Source: an optimization exercise on an open RTL-to-GDS flow (aim: small area, a short achievable clock period and few clock cycles per item). Production flows keep margins and buffers that such runs may drop. Function was checked by simulation only, so behaviour that the tests miss may differ from the original. Power is estimated from default activity; no workload was simulated.

== try-amber ==
## sorted_priority_queue
module sorted_priority_queue #(
    parameter int DEPTH = 16
) (
    input  logic        i_clk,
    input  logic        i_rst_n,
    input  logic        s_axis_tvalid,
    output logic        s_axis_tready,
    input  logic [39:0] s_axis_tdata,   
    input  logic [0:0]  s_axis_tuser,   
    output logic        m_axis_tvalid,
    input  logic        m_axis_tready,
    output logic [23:0] m_axis_tdata,   
    output logic [1:0]  m_axis_tuser    
);
    localparam int ValW  = spq_pkg::ValueW;
    localparam int WtW   = spq_pkg::WeightW;
    localparam int SlotW = spq_pkg::SlotW;
    localparam int CntW  = $clog2(DEPTH + 1);
    localparam int RkW   = 4;
    logic [DEPTH-1:0]                w_valid;
    logic [DEPTH-1:0][RkW-1:0]       w_rank;
    logic [DEPTH-1:0][SlotW-2:0]     w_data;      
    logic [DEPTH-1:0]                w_head;      
    logic [DEPTH-1:0]                w_second;    
    logic [DEPTH-1:0]                w_first_a;   
    logic [DEPTH-1:0]                w_first_b;   
    logic [DEPTH-1:0]                r_pf;        
    logic [DEPTH-1:0]                w_valid_nx;  
    logic [DEPTH-1:0]                w_head_nx;   
    logic [RkW-1:0]                  w_pos;       
    logic              r_p_ee;                    
    logic              r_p_de;                    
    logic [DEPTH-1:0]  r_p_c;                     
    logic [1:0]        r_p_z;                     
    logic              w_p_h0;                    
    logic [CntW-1:0]   r_count;                   
    logic [CntW-1:0]   w_count_n;
    logic              r_out_valid;
    logic [ValW-1:0]   r_out_value;
    logic [1:0]        r_out_status;
    logic              r_out_empty;
    logic [CntW-1:0]   r_out_count;
    logic [ValW-1:0]   w_head_val;
    logic [DEPTH-1:0]  w_head_old;                
    logic [ValW-1:0]   r_p_val;                   
    logic [1:0]        w_status;
    logic              w_accept;
    logic              w_cmd_deq;
    logic              w_full, w_empty;
    logic [WtW-1:0]    w_wt;
    logic [DEPTH-1:0]  w_gt, w_ge;                
    logic [DEPTH-1:0]  w_c_nx;
    assign w_wt      = s_axis_tdata[39:16];
    assign w_cmd_deq = (s_axis_tuser[0] == spq_pkg::CMD_DEQ);
  ...
==> flow/config.mk <==
export PLATFORM = sky130hd
export DESIGN_NAME = sorted_priority_queue
export DESIGN_NICKNAME = sorted_priority_queue
export VERILOG_FILES = /design/flow/design.v
export SDC_FILE = /design/flow/constraint.sdc
export NUM_CORES = 4
export LEC_CHECK = 0
export CAP_MARGIN = 20
export CORE_MARGIN = 2
export CORE_UTILIZATION = 55
export CTS_BUF_LIST = sky130_fd_sc_hd__clkbuf_8
export CTS_CLUSTER_SIZE = 20
export SETUP_SLACK_MARGIN = 1.7
export SLEW_MARGIN = 20
export SYNTH_HIERARCHICAL = 1
==> flow/constraint.sdc <==
create_clock -name core_clock -period 4.4 [get_ports {i_clk}]
set_input_delay 0.8800 -clock core_clock [delete_from_list [all_inputs] [get_ports {i_clk}]]
set_output_delay 0.8800 -clock core_clock [all_outputs]
set_load 0.01 [all_outputs]
standard.sh (not shown) runs the stock make flow with config.mk's settings and CLKGATE_MAP_FILE= SYNTH_SCRIPT=/design/flow/synth_recipe.tcl, a recipe that flattens the netlist after the stock synthesis.
==> flow/flow/run.sh <==
#!/bin/bash
# Standard layout, with the port buffers that buffer_ports inserts made
# plain buf_4 cells instead of the library's delay buffers, so that paths
# from the inputs and to the outputs are not slowed by them. ORFS writes
# each step's full log under orfs/logs; make's own output goes to make.log.
set -euo pipefail
bash standard.sh "BUFFER_PORTS_ARGS=-buffer_cell sky130_fd_sc_hd__buf_4" finish > make.log 2>&1
Testbench counts of try-amber, summed over its fixed seeds: cycles 16,008, items 16,000.
### try-amber -> try-lagoon
Settings: SETUP_SLACK_MARGIN changed from 1.7 to 1.8.
==> flow/run.sh (new file) <==
#!/bin/bash
# synth_recipe.tcl (not shown) runs the flow's synth.tcl, then flattens the netlist and writes it again
# the make line also repeats each setting of config.mk as NAME=value (left out here)
make -C /OpenROAD-flow-scripts/flow DESIGN_CONFIG=/design/flow/config.mk WORK_HOME=/design/flow/orfs CLKGATE_MAP_FILE= SYNTH_SCRIPT=/design/flow/synth_recipe.tcl finish
removed: flow/flow/run.sh
removed: flow/standard.sh
--- outcome ---
- try-lagoon: PASS, flow complete, no timing, DRC or antenna violations
- The core of try-lagoon is more densely filled than that of try-amber.
- | number of antenna violations at the first check in global routing | lower: try-amber |
- Lower number of filler cells placed in the layout was reported by try-lagoon, not try-amber.
- For the count of placed standard cells including taps, try-lagoon came in 28 higher than try-amber did.
#### Input delta (try-juniper over try-lagoon)
Settings: a change of CTS_CLUSTER_SIZE from 20 to 30; a change of CTS_BUF_LIST from sky130_fd_sc_hd__clkbuf_8 to sky130_fd_sc_hd__clkbuf_16; a change of SETUP_SLACK_MARGIN from 1.8 to 2.0.
--- outcome ---
Cell count: try-juniper lower than try-lagoon
try-juniper: non-clock buffer count about 13% above try-lagoon
Compared with try-lagoon, power per unit of standard cell area in try-juniper increased by a few percent.
[try-juniper vs try-lagoon] portion of total power attributed to combinational logic: higher in try-juniper
met3 capacity usage during global routing up 1.5 points in try-juniper wrt try-lagoon
Against try-lagoon, the final cell area of try-juniper is higher.
Footprint of the multi-input gates ended up 1300 sq um higher on try-juniper than on try-lagoon.

Setup of build 21:
sorted_priority_queue, a different RTL version from the one above (not shown whole).
For scale: roughly 3300 cells after synthesis, about 860 flip-flops, roughly 39000 um2 of cells after synthesis.
export LEC_CHECK = 0
export CAP_MARGIN = 20
export CORE_MARGIN = 2
export CORE_UTILIZATION = 55
export SETUP_SLACK_MARGIN = 1.9
export SLEW_MARGIN = 20
export SYNTH_HIERARCHICAL = 1
create_clock -name core_clock -period 4.4 [get_ports {i_clk}]
==> flow/flow/run.sh <==
#!/bin/bash
# Standard layout, with the port buffers that buffer_ports inserts made
# plain buf_4 cells instead of the library's delay buffers, so that paths
# from the inputs and to the outputs are not slowed by them. ORFS writes
# each step's full log under orfs/logs; make's own output goes to make.log.
set -euo pipefail
bash standard.sh "BUFFER_PORTS_ARGS=-buffer_cell sky130_fd_sc_hd__buf_4" finish > make.log 2>&1
Testbench counts of build 21, summed over its fixed seeds: cycles 16,008, items 16,000.
Input changes introduced in build 19 (baseline for comparison: build 21):
Settings: setting CTS_CLUSTER_SIZE to 20 for the first time; setting CTS_BUF_LIST to sky130_fd_sc_hd__clkbuf_8 for the first time.
==> flow/flow/run.sh <==
#!/bin/bash
# Standard layout, with the port buffers that buffer_ports inserts made
# plain buf_4 cells instead of the library's delay buffers, so that paths
# from the inputs and to the outputs are not slowed by them, and with a
# clock tree built without dummy loads. ORFS writes each step's full log
# under orfs/logs; make's own output goes to make.log.
set -euo pipefail
bash standard.sh "BUFFER_PORTS_ARGS=-buffer_cell sky130_fd_sc_hd__buf_4" \
  "CTS_ARGS=-sink_clustering_enable -repair_clock_nets -dont_use_dummy_load -buf_list sky130_fd_sc_hd__clkbuf_8 -sink_clustering_size 20" \
  finish > make.log 2>&1
Notes after the runs:
- For build 21 and build 19, there was not a single run that failed to finish clean.
- Build 19 against build 21: final-layout worst hold slack saw a decrease; share of power burned in registers saw an increase; total power of the final layout saw a decrease; area taken by multi-input logic gates saw a decrease.
- Per the comparison of build 19 with build 21, cell count went down by 41, fraction of the core area covered by cells at the end of the flow fell 2.8 points, clock latency at the later pin of the worst-skew pair rose by 0.14 ns, worst IR drop on VDD now sits higher.
- Build 19 vs build 21: wire length down slightly
- Measured against each other, build 21 and build 19 differ in clock period minus worst slack, the higher figure coming from build 19.
For build 6, these inputs were changed with respect to build 19:
==> flow/flow/run.sh <==
#!/bin/bash
# Standard layout, with the port buffers that buffer_ports inserts made
# plain buf_4 cells instead of the library's delay buffers, so that paths
# from the inputs and to the outputs are not slowed by them. ORFS writes
# each step's full log under orfs/logs; make's own output goes to make.log.
set -euo pipefail
bash standard.sh "BUFFER_PORTS_ARGS=-buffer_cell sky130_fd_sc_hd__buf_4" finish > make.log 2>&1
==> run summary <==
- Per the comparison of build 6 with build 19, overall power after layout climbed about 6%; via count climbed 229; worst hold slack dropped 0.0079 ns.
- Taking build 19 as the reference, in build 6 top achievable clock speed picked up an extra about 0.5%; quantity of hold-fixing buffers added after cts neither gained nor lost much; routed wire length picked up an extra 0.49%; logic depth of the worst path, buffers included lost 5; biggest fanout along the worst timing path lost 8.
- Build 6 and build 19 ended up with nearly the same power in sequential cells.
Here is what was changed in the inputs of build 79 compared with build 6.
Settings: SETUP_SLACK_MARGIN changed from 1.9 to 1.8.
==> flow/run.sh (new file) <==
#!/bin/bash
# synth_recipe.tcl (not shown) runs the flow's synth.tcl, then flattens the netlist and writes it again
# the make line also repeats each setting of config.mk as NAME=value (left out here)
make -C /OpenROAD-flow-scripts/flow DESIGN_CONFIG=/design/flow/config.mk WORK_HOME=/design/flow/orfs CLKGATE_MAP_FILE= SYNTH_SCRIPT=/design/flow/synth_recipe.tcl finish
removed: flow/flow/run.sh
removed: flow/standard.sh
[summary]
- Result for build 6 and build 79: all clean
- Post-CTS setup repair buffer count: build 79 vs build 6 up 13
- Between build 6 and build 79, the difference in total power is negligible.
- Looking at final clock period utilization by the worst path, build 79 sits above build 6.
- Compared with build 6, in build 79 relative contribution of the clock network to total power down 1.2 points, filler cell count fell 1.3%, sequential share of layout area fell by 1.5 points, total wire length up about 6%.
- Of build 79 and build 6, it is build 79 that has the higher tightest hold margin.
- [compare] base=build 6 new=build 79: transition time at the pin with the least slew margin went up by 0.049 ns; via count went up by about 2.6%.

Setup of P:
sorted_priority_queue, a different RTL version from the one above (not shown whole).
Size in the first run: about 3100 cells after synthesis, roughly 860 flip-flops, ~73 I/O pins, roughly 39000 um2 of cells after synthesis.
// sorted_priority_queue
module sorted_priority_queue #(
    parameter int DEPTH = 16
) (
    input  logic        i_clk,
    input  logic        i_rst_n,
    input  logic        s_axis_tvalid,
    output logic        s_axis_tready,
    input  logic [39:0] s_axis_tdata,   
    input  logic [0:0]  s_axis_tuser,   
    output logic        m_axis_tvalid,
    input  logic        m_axis_tready,
    output logic [23:0] m_axis_tdata,   
    output logic [1:0]  m_axis_tuser    
);
export LEC_CHECK = 0
export CAP_MARGIN = 20
export CORE_MARGIN = 2
export CORE_UTILIZATION = 65
export CTS_BUF_LIST = sky130_fd_sc_hd__clkbuf_8
export CTS_CLUSTER_SIZE = 20
export SETUP_SLACK_MARGIN = 1.9
export SLEW_MARGIN = 20
export SYNTH_HIERARCHICAL = 1
create_clock -name core_clock -period 4.4 [get_ports {i_clk}]
==> flow/flow/run.sh <==
#!/bin/bash
# Standard layout, with the port buffers that buffer_ports inserts made
# plain buf_4 cells instead of the library's delay buffers, so that paths
# from the inputs and to the outputs are not slowed by them. ORFS writes
# each step's full log under orfs/logs; make's own output goes to make.log.
set -euo pipefail
bash standard.sh "BUFFER_PORTS_ARGS=-buffer_cell sky130_fd_sc_hd__buf_4" finish > make.log 2>&1
Testbench counts of P, summed over its fixed seeds: cycles 16,008, items 16,000.
Input-level comparison between Q and P:
Settings: changing CORE_UTILIZATION from 65 to 55.
==> flow/flow/run.sh <==
#!/bin/bash
# Standard layout, with the port buffers that buffer_ports inserts made
# plain buf_4 cells instead of the library's delay buffers, so that paths
# from the inputs and to the outputs are not slowed by them, and with the
# post-route power recovery (downsizing of cells off the critical paths)
# turned on. ORFS writes each step's full log under orfs/logs; make's own
# output goes to make.log.
set -euo pipefail
bash standard.sh "BUFFER_PORTS_ARGS=-buffer_cell sky130_fd_sc_hd__buf_4" "RECOVER_POWER=100" finish > make.log 2>&1
[summary]
Q -> stages 100% | layout checks FAIL | capacitance limit, slew limit
The higher switching share of power came out of P.
Of the two candidates, P has the better maximum achievable frequency and Q the worse one.
Run comparison: Q beginning of the critical path s_axis_tdata[18]; P beginning of the critical path r_p_de$_SDFF_PN0_
Delta (Q minus P): critical path depth went down; count of non-CTS buffers in the layout now sits higher; count of maximum capacitance violations has increased; met2 demand-to-capacity share in global routing has decreased; initial antenna violation count increased 4.
Going from P to Q, core utilization dropped 12 points; reg-to-reg setup timing slack went down by 640 ps.
Going from P to Q, sum of internal, switching and leakage power grows by about 0.8%.
Relative to Q, the following input files were edited for R:
==> flow/flow/run.sh <==
#!/bin/bash
# Standard layout, with the port buffers that buffer_ports inserts made
# plain buf_4 cells instead of the library's delay buffers, so that paths
# from the inputs and to the outputs are not slowed by them. ORFS writes
# each step's full log under orfs/logs; make's own output goes to make.log.
set -euo pipefail
bash standard.sh "BUFFER_PORTS_ARGS=-buffer_cell sky130_fd_sc_hd__buf_4" finish > make.log 2>&1
Findings:
- Looking across Q and R, the single run that reached the end with no open violations was R.
- Q: complete, dirty (capacitance limit, slew limit)
- Relative to Q, the via count measured on R has decreased slightly.
- Status: wire length parity (Q, R)
- The core occupancy in the finished layout reported for R is greater than that of Q by 0.75 points.
- The faster design of the two is R; Q tops out lower.

sorted_priority_queue, a different RTL version from the one above (not shown whole).
Size: ~3,100 cells after synthesis, roughly 830 flip-flops, about 73 I/O pins, ~0.038 sq mm of cells after synthesis.
Design sorted_priority_queue, start of the top module:
module sorted_priority_queue #(
    parameter int DEPTH = 16
) (
    input  logic        i_clk,
    input  logic        i_rst_n,
    input  logic        s_axis_tvalid,
    output logic        s_axis_tready,
    input  logic [39:0] s_axis_tdata,   
    input  logic [0:0]  s_axis_tuser,   
    output logic        m_axis_tvalid,
    input  logic        m_axis_tready,
    output logic [23:0] m_axis_tdata,   
    output logic [1:0]  m_axis_tuser    
);
    localparam int ValW  = spq_pkg::ValueW;
    localparam int WtW   = spq_pkg::WeightW;
    localparam int SlotW = spq_pkg::SlotW;
    localparam int CntW  = $clog2(DEPTH + 1);
    localparam int RkW   = 4;
    logic [DEPTH-1:0]                w_valid;
    logic [DEPTH-1:0][RkW-1:0]       w_rank;
    logic [DEPTH-1:0][SlotW-2:0]     w_data;      
    logic [DEPTH-1:0]                w_head;      
    logic [DEPTH-1:0]                w_second;    
    logic [DEPTH-1:0]                w_first;     
    logic [DEPTH-1:0]                r_pf;        
    logic [DEPTH-1:0]                w_valid_nx;  
    logic [DEPTH-1:0]                w_head_nx;   
    logic [RkW-1:0]                  w_pos;       
    logic              r_p_ee;                    
    logic              r_p_de;                    
    logic [DEPTH-1:0]  r_p_c;                     
    logic [CntW-1:0]   r_count;                   
    logic [CntW-1:0]   w_count_n;
    logic              r_out_valid;
    logic [ValW-1:0]   r_out_value;
    logic [1:0]        r_out_status;
    logic              r_out_empty;
    logic [CntW-1:0]   r_out_count;
    logic [ValW-1:0]   w_head_val;
    logic [DEPTH-1:0]  w_head_old;                
    logic [ValW-1:0]   r_p_val;                   
    logic [1:0]        w_status;
    logic              w_accept;
    logic              w_cmd_deq;
    logic              w_full, w_empty;
    logic [WtW-1:0]    w_wt;
    logic [DEPTH-1:0]  w_gt, w_ge;                
    logic [DEPTH-1:0]  w_c_nx;
    assign w_wt      = s_axis_tdata[39:16];
    assign w_cmd_deq = (s_axis_tuser[0] == spq_pkg::CMD_DEQ);
    for (genvar j = 0; j < DEPTH; j++) begin : g_nx
  ...
export LEC_CHECK = 0
export CAP_MARGIN = 20
export CORE_MARGIN = 2
export CORE_UTILIZATION = 55
export CTS_BUF_LIST = sky130_fd_sc_hd__clkbuf_8
export CTS_CLUSTER_SIZE = 20
export SETUP_SLACK_MARGIN = 2.0
export SLEW_MARGIN = 20
export SYNTH_HIERARCHICAL = 1
create_clock -name core_clock -period 4.4 [get_ports {i_clk}]
run.sh (not shown) runs the stock make flow with config.mk's settings and CLKGATE_MAP_FILE= SYNTH_SCRIPT=/design/flow/synth_recipe.tcl, a recipe that flattens the netlist after the stock synthesis.
Stock flow here: none of the scripts above is used.
The first run finished with timing, DRC and antenna clean.
Testbench counts at the start, summed over its fixed seeds: cycles 16,008, items 16,000.
Then changed:
SETUP_SLACK_MARGIN = 1.7   (was 2.0)
=>
- total power goes down by 1.8%
- die area is unchanged
- sequential share of layout area rises by 3.8 points
- first-iteration DRC count falls by 16%
- global-route usage came out lower by 1.9 points
- clock-buffer cell count is unchanged
- setup slack gains 57 ps
- final cell count shrinks by 3.8%
- non-clock buffer count goes down by 160
- area after synthesis does not change
- via count falls by 5.8%

## what the ideal ports hide
Ports are ideal in the flow. The routed layouts listed here were re-timed in OpenROAD.
Step 1 (the two cells are an assumption about what drives the block):
set clk [get_ports {i_clk}]
set_driving_cell -lib_cell sky130_fd_sc_hd__clkbuf_16 $clk
set_driving_cell -lib_cell sky130_fd_sc_hd__buf_2 [delete_from_list [all_inputs] $clk]
Step 2 also shifts input and output timing later by t, the mid clock arrival at the registers, as if the neighbouring blocks saw the same clock.
Three values: ideal ports, drivers, drivers and shift; two values: the first two.
| run | t, ns | setup WS [ns] | clock arrival spread, ns | worst slew at a driven data input, ns |
|---|---|---|---|---|
| try-amber | 0.839 | 1.646 / 1.646 / 0.877 | 0.059 / 0.059 | 0.08 |
| try-lagoon | 0.846 | 1.790 / 1.751 / 0.981 | 0.054 / 0.054 | 0.06 |
| try-juniper | 0.718 | 1.771 / 1.789 / 1.070 | 0.043 / 0.043 | 0.05 |
| build 21 | 0.728 | 1.832 / 1.839 / 1.111 | 0.043 / 0.044 | 0.10 |
| build 19 | 0.822 | 1.824 / 1.841 / 1.026 | 0.105 / 0.106 | 0.09 |
| build 6 | 0.862 | 1.837 / 1.837 / 1.002 | 0.054 / 0.054 | 0.09 |
| build 79 | 0.863 | 1.736 / 1.757 / 0.918 | 0.047 / 0.047 | 0.10 |
| P | 0.852 | 1.479 / 1.479 / 0.670 | 0.050 / 0.050 | 0.09 |
| Q | 0.855 | 0.797 / 0.772 / -0.084 | 0.049 / 0.049 | 0.08 |
| R | 0.856 | 1.496 / 1.496 / 0.690 | 0.050 / 0.050 | 0.08 |
| the first run of note 4 | 0.855 | 1.591 / 1.591 / 0.933 | 0.061 / 0.061 | 0.09 |
| the second run of note 4 | 0.858 | 1.648 / 1.648 / 0.929 | 0.039 / 0.038 | 0.09 |
For Q, which loses most, drivers alone change the setup slack by -0.025 ns; drivers and shift together by -0.881 ns.
